Background: an optimization exercise with open tools, aiming at small area and a short achievable clock period. Do not read the settings as production practice. At most, simulation tests tie the RTL to the original design; equivalence was not proved.

## run 1
==> flow/design.v (excerpt) <==
module pressure_count_linearizer (
    input  logic                  clk,
    input  logic                  rst_n,
    input  logic                  cfg_we,
    input  logic [pcl_pkg::CFG_IDX_W-1:0]  cfg_index,
    input  logic [pcl_pkg::CFG_DATA_W-1:0] cfg_data,
    input  logic                  start,
    output logic                  busy,
    input  logic [pcl_pkg::COUNT_W-1:0]    factory_count,
    input  logic [pcl_pkg::COUNT_W-1:0]    raw_count,
    output logic                  done,
    output logic [pcl_pkg::OUT_W-1:0]      pressure_utorr,
    output logic [pcl_pkg::RANGE_W-1:0]    display_range
);
==> flow/config.mk <==
export PLATFORM = sky130hd
export DESIGN_NAME = pressure_count_linearizer
export DESIGN_NICKNAME = pressure_count_linearizer
export VERILOG_FILES = /design/flow/design.v
export SDC_FILE = /design/flow/constraint.sdc
export NUM_CORES = 4
export LEC_CHECK = 0
export CAP_MARGIN = 20
export CORE_MARGIN = 2
export CORE_UTILIZATION = 40
export SLEW_MARGIN = 20
==> flow/constraint.sdc <==
create_clock -name core_clock -period 12.0 [get_ports {clk}]
set_input_delay 2.4000 -clock core_clock [delete_from_list [all_inputs] [get_ports {clk}]]
set_output_delay 2.4000 -clock core_clock [all_outputs]
set_load 0.01 [all_outputs]
standard.sh (not shown) runs the stock make flow with config.mk's settings and CLKGATE_MAP_FILE= SYNTH_SCRIPT=/design/flow/synth_recipe.tcl, a recipe that flattens the netlist after the stock synthesis.
==> flow/flow/run.sh <==
#!/bin/bash
# Standard layout, with one netlist step between synthesis and floorplan:
# polfix.py picks the polarity of each full adder so that fewer inverters are
# needed (a full adder with all inputs inverted gives both outputs inverted).
# Registers, their names and cell types are those of the standard synthesis.
set -e
cd "$(dirname "$0")/.."
bash standard.sh synth > synth.log 2>&1
R=orfs/results/sky130hd/pressure_count_linearizer/base
cp $R/1_2_yosys.v 1_2_yosys.standard.v
python3 flow/polfix.py 1_2_yosys.standard.v $R/1_2_yosys.v > polfix.log 2>&1
touch $R/1_2_yosys.v
bash standard.sh SETUP_SLACK_MARGIN=8 finish > layout.log 2>&1
Other scripts of this flow, unchanged in this note and not shown: flow/flow/polfix.py
> inputs changed (run 1 -> run 2)
--- a/flow/flow/run.sh
+++ b/flow/flow/run.sh
@@ -12,2 +12,2 @@
 touch $R/1_2_yosys.v
-bash standard.sh SETUP_SLACK_MARGIN=8 finish > layout.log 2>&1
+bash standard.sh SETUP_SLACK_MARGIN=8.8 finish > layout.log 2>&1
## What came out
Run 2 ends up with higher count of placed standard cells in the final layout, fillers left out than run 1 does.
Summary: post-layout worst setup margin, run 2 better than run 1
Run 1 was routed with fewer vias than run 2.
Run 2 vs run 1 — post-detailed-routing wire length climbed by a little under 10%
Post-route clock period utilization was lower in run 2 than in run 1.
Diff run 1 -> run 2 | total non-filler cell area in the finished layout | up by a little under 10%
Comparing run 1 against run 2, there is no change at all in flip-flop and latch count.
Lower aggregate global-route resource usage among run 2 and run 1: run 1
The met3 layer usage reported by global route in run 2 sits 0.54 points above the value recorded for run 1.
> inputs changed (run 2 -> run 3)
--- a/flow/flow/run.sh
+++ b/flow/flow/run.sh
@@ -12,2 +12,2 @@
 touch $R/1_2_yosys.v
-bash standard.sh SETUP_SLACK_MARGIN=8.8 finish > layout.log 2>&1
+bash standard.sh finish > layout.log 2>&1
--- outcome ---
Looking at total number of vias, run 3 sits 1,083 lower than run 2 does. Relative to run 2, length of routed met2 wiring has gone down in run 3. Run 3 against run 2: wire length lower; buffer share of cell area lower; number of ordinary and repair buffers in the finished layout lower. Run 3 reports its start point of the critical path as s1_v[12] while run 2 reports s1_v[13].

---

== run a ==
pressure_count_linearizer, a different RTL version from the one above (not shown whole).
Size in the first run: roughly 90 I/O pins, about 23000 µm² of cells after synthesis.
Design pressure_count_linearizer, start of the top module:
module pressure_count_linearizer (
    input  logic                  clk,
    input  logic                  rst_n,
    input  logic                  cfg_we,
    input  logic [pcl_pkg::CFG_IDX_W-1:0]  cfg_index,
    input  logic [pcl_pkg::CFG_DATA_W-1:0] cfg_data,
    input  logic                  start,
    output logic                  busy,
    input  logic [pcl_pkg::COUNT_W-1:0]    factory_count,
    input  logic [pcl_pkg::COUNT_W-1:0]    raw_count,
    output logic                  done,
    output logic [pcl_pkg::OUT_W-1:0]      pressure_utorr,
    output logic [pcl_pkg::RANGE_W-1:0]    display_range
);
==> flow/config.mk <==
export PLATFORM = sky130hd
export DESIGN_NAME = pressure_count_linearizer
export DESIGN_NICKNAME = pressure_count_linearizer
export VERILOG_FILES = /design/flow/design.v
export SDC_FILE = /design/flow/constraint.sdc
export NUM_CORES = 4
export LEC_CHECK = 0
export CAP_MARGIN = 20
export CORE_MARGIN = 2
export CORE_UTILIZATION = 60
export CTS_BUF_LIST = sky130_fd_sc_hd__clkbuf_4 sky130_fd_sc_hd__clkbuf_8
export CTS_CLUSTER_SIZE = 50
export SLEW_MARGIN = 20
==> flow/constraint.sdc <==
create_clock -name core_clock -period 12.0 [get_ports {clk}]
set_input_delay 2.4000 -clock core_clock [delete_from_list [all_inputs] [get_ports {clk}]]
set_output_delay 2.4000 -clock core_clock [all_outputs]
set_load 0.01 [all_outputs]
==> flow/flow/run.sh <==
#!/bin/bash
# Standard layout, with one netlist step between synthesis and floorplan:
# polfix.py picks the polarity of each full adder so that fewer inverters are
# needed (a full adder with all inputs inverted gives both outputs inverted).
# Registers, their names and cell types are those of the standard synthesis.
set -e
cd "$(dirname "$0")/.."
bash standard.sh synth > synth.log 2>&1
R=orfs/results/sky130hd/pressure_count_linearizer/base
cp $R/1_2_yosys.v 1_2_yosys.standard.v
python3 flow/polfix.py 1_2_yosys.standard.v $R/1_2_yosys.v > polfix.log 2>&1
touch $R/1_2_yosys.v
bash standard.sh SETUP_SLACK_MARGIN=8.3 finish > layout.log 2>&1
Other scripts of this flow, unchanged in this note and not shown: flow/flow/polfix.py
For run b, these inputs were changed with respect to run a:
- CTS_BUF_LIST removed (was sky130_fd_sc_hd__clkbuf_4 sky130_fd_sc_hd__clkbuf_8)
- CTS_CLUSTER_SIZE removed (was 50)
==> summary.txt <==
Run b ends up with a met3 routed wirelength that is 5.0% lower than in run a. Comparing run a against run b, there is no change at all in boundary pin count. On half-perimeter wire length of the detailed placement result, run b tracks run a almost exactly. Changes observed in run b relative to run a: first-pass GRT wire length +500 µm, final setup skew -0.042 ns. Against run a as the reference, run b delivers a higher sequential share of layout area. The per-cell routed wire length of run b exceeds that of run a by about 1.1%. Going from run a to run b, the clock distribution area overhead in the final layout was found to have gone down by 0.39 points. Changes observed in run b relative to run a: cell area now sits lower, H-tree depth now sits lower.
No functional check of the RTL was part of any run of this note.

---

== build 87 ==
Another version of the RTL of pressure_count_linearizer (not shown whole).
Size: roughly 2300 cells after synthesis, ~90 I/O pins, about 0.023 mm2 of cells after synthesis.
export LEC_CHECK = 0
export CAP_MARGIN = 20
export CORE_MARGIN = 2
export CORE_UTILIZATION = 60
export CTS_BUF_LIST = sky130_fd_sc_hd__clkbuf_4 sky130_fd_sc_hd__clkbuf_8
export CTS_CLUSTER_SIZE = 50
export SLEW_MARGIN = 20
create_clock -name core_clock -period 12.0 [get_ports {clk}]
Scripts as last shown in full above: flow/flow/run.sh
Other scripts of this flow, unchanged in this note and not shown: flow/flow/polfix.py
What build 96 does differently from build 87 at the input level:
Settings: removing CTS_BUF_LIST (formerly sky130_fd_sc_hd__clkbuf_4 sky130_fd_sc_hd__clkbuf_8); changing CORE_UTILIZATION from 60 to 75; removing CTS_CLUSTER_SIZE (formerly 50).
### Flow results
The flow ended early for build 96: it failed with a tool error in 5_1_grt. Build 87 -> build 96: number of cells produced by synthesis delta 0, exact match. Weighted congestion at the end of routability-driven global placement was lower in build 87 than in build 96. Diff build 87 -> build 96 | number of gates given a new drive strength after cts | up by more than a quarter. From build 87 to build 96 the numbers moved as follows: placed wire-length estimate up 3.4 mm; initial core utilization increased by 16 points relative to the old numbers; die outline width fell by 21 um. Cmp build 96 and build 87 / setup slack at placement / higher: build 87. Build 96 against build 87; number of placed instances with taps included is down by a few percent. Build 96 reports a lower H-tree depth than build 87 does. Diff build 87 -> build 96 | post-detailed-placement cell area | down slightly. Compared with build 87, build 96 shows a lower number of buffers created by CTS.
The inputs of build 45 differ from those of build 96 as listed below.
Settings: CORE_UTILIZATION changed from 75 to 40.
==> summary.txt <==
The remaining runs in build 96 and build 45 completed every stage, whereas build 96 halted early. What ended build 96 was a tool error in 5_1_grt; the run never finished. Delta(H-tree depth, build 45 - build 96) > 0. Row half-perimeter wire length after placement: build 45 lower / build 96 higher. Between build 45 and build 96, it is build 45 whose number of placement rows is higher, by 24. Between build 96 and build 45, count of placed standard cells including taps is lower for build 96, build 45 comes in above that. Build 45 — last weighted congestion value of the routability-driven placer 9.9% lower, build 96 as reference. Build 96 → build 45: total placed instance area up 2.0%, starting utilization of the core area now smaller.

---

v6:
Starting RTL as in the previous note.
clock: 12.0 ns
lec_check: 0
cap_margin: 20
core_margin: 2
core_utilization: 60
slew_margin: 20
Scripts as last shown in full above: flow/flow/run.sh
Other scripts of this flow, unchanged in this note and not shown: flow/flow/polfix.py
v6: no failed stages, no open violations at the end
Changes in v7 relative to v6:
-- flow/flow/run.sh --
<<< v6, line 13
bash standard.sh SETUP_SLACK_MARGIN=8.3 finish > layout.log 2>&1
>>> v7, line 13
bash standard.sh SETUP_SLACK_MARGIN=8.5 finish > layout.log 2>&1
Notes after the runs:
- Taking v6 as the reference, in v7 core utilization higher.
- v6 reports its top layer used by detailed routing as met5 while v7 reports met4.
- v7 vs. v6: design area shows an increase of 390 um2; wire length shows an increase of about 3.6%; final period utilization shows an increase of 0.92 points.
- v7 — global-route usage over all layers 0.50 points higher, v6 as reference
- The run with more setup slack is v6; v7 has less.
- The maximum clock frequency of v7 is lower than that of v6.
- Run comparison: v6 cell with the largest stage delay on the worst path ha_1; v7 cell with the largest stage delay on the worst path fa_1

---

pressure_count_linearizer again, from the RTL that the note above started with.
==> flow/config.mk <==
export PLATFORM = sky130hd
export DESIGN_NAME = pressure_count_linearizer
export DESIGN_NICKNAME = pressure_count_linearizer
export VERILOG_FILES = /design/flow/design.v
export SDC_FILE = /design/flow/constraint.sdc
export NUM_CORES = 4
export LEC_CHECK = 0
export CAP_MARGIN = 20
export CORE_MARGIN = 2
export CORE_UTILIZATION = 66
export SLEW_MARGIN = 20
==> flow/constraint.sdc <==
create_clock -name core_clock -period 12.0 [get_ports {clk}]
set_input_delay 2.4000 -clock core_clock [delete_from_list [all_inputs] [get_ports {clk}]]
set_output_delay 2.4000 -clock core_clock [all_outputs]
set_load 0.01 [all_outputs]
==> flow/flow/run.sh <==
#!/bin/bash
# Standard layout, with one netlist step between synthesis and floorplan:
# polfix.py picks the polarity of each full adder so that fewer inverters are
# needed (a full adder with all inputs inverted gives both outputs inverted).
# Registers, their names and cell types are those of the standard synthesis.
set -e
cd "$(dirname "$0")/.."
bash standard.sh synth > synth.log 2>&1
R=orfs/results/sky130hd/pressure_count_linearizer/base
cp $R/1_2_yosys.v 1_2_yosys.standard.v
python3 flow/polfix.py 1_2_yosys.standard.v $R/1_2_yosys.v > polfix.log 2>&1
touch $R/1_2_yosys.v
bash standard.sh SETUP_SLACK_MARGIN=8.3 finish > layout.log 2>&1
Other scripts of this flow, unchanged in this note and not shown: flow/flow/polfix.py
The baseline went through all stages and came out clean.
Edit:
--- a/flow/flow/run.sh
+++ b/flow/flow/run.sh
@@ -13 +13 @@
-bash standard.sh SETUP_SLACK_MARGIN=8.3 finish > layout.log 2>&1
+bash standard.sh SETUP_SLACK_MARGIN=8.2 finish > layout.log 2>&1
- CORE_UTILIZATION: 66 -> 60
- CTS_BUF_LIST: default -> sky130_fd_sc_hd__clkbuf_4 sky130_fd_sc_hd__clkbuf_8
- CTS_CLUSTER_SIZE: default -> 50
Outcome:
- utilization shrinks by 7.0 points
- global-route usage shrinks by 4.7 points
- setup slack gets better by 0.18 ns
- clock skew grows by 0.0088 ns
- cell area grows by 0.62%
- die area grows by 9.8%
- maximum frequency grows by 4.7%
- via count shrinks by 2.7%
- synthesized cell count does not change
- hold slack gets worse by 0.012 ns

==> what the ideal ports hide <==
In the flow no input, the clock included, has a driving cell. The finished layouts below were timed again as built, in two steps. Step 1 sets driving cells, clkbuf_16 on the clock port and buf_2 on the other inputs (assumed; they add their load-dependent delay and slew). Step 2, shift: input delay + t, output delay - t, t = (earliest + latest rising clock arrival at the registers) / 2. This alone moves slack from input paths to output paths. a / b / c = ideal / step 1 / step 2; a / b = the first two.
run | t, ns | setup WS [ns] | worst setup path at the end | worst register clock-pin slew, ns
run 1 | 0.631 | 7.954 / 7.954 / 7.567 | input to register | 0.07 / 0.07
run 2 | 0.637 | 8.428 / 8.428 / 8.235 | input to register | 0.07 / 0.07
run 3 | 0.629 | 7.400 / 7.400 / 7.400 | register to register | 0.07 / 0.07
run a | 0.699 | 8.214 / 8.214 / 7.645 | input to register | 0.08 / 0.08
run b | 0.643 | 8.216 / 8.216 / 7.683 | input to register | 0.07 / 0.07
build 87 | 0.693 | 8.267 / 8.267 / 7.658 | input to register | 0.07 / 0.07
build 45 | 0.621 | 8.288 / 8.288 / 7.741 | input to register | 0.06 / 0.06
v6 | 0.603 | 8.320 / 8.320 / 7.765 | input to register | 0.07 / 0.07
v7 | 0.645 | 8.209 / 8.209 / 7.914 | input to register | 0.08 / 0.08
the first run of note 5 | 0.639 | 8.080 / 8.080 / 7.693 | input to register | 0.08 / 0.08
the second run of note 5 | 0.682 | 8.255 / 8.255 / 7.622 | input to register | 0.07 / 0.07
After both steps every run listed still meets setup and hold. The setup slack of the second run of note 5, which loses most, moves by 0.000 ns with the drivers and by -0.633 ns with both steps.
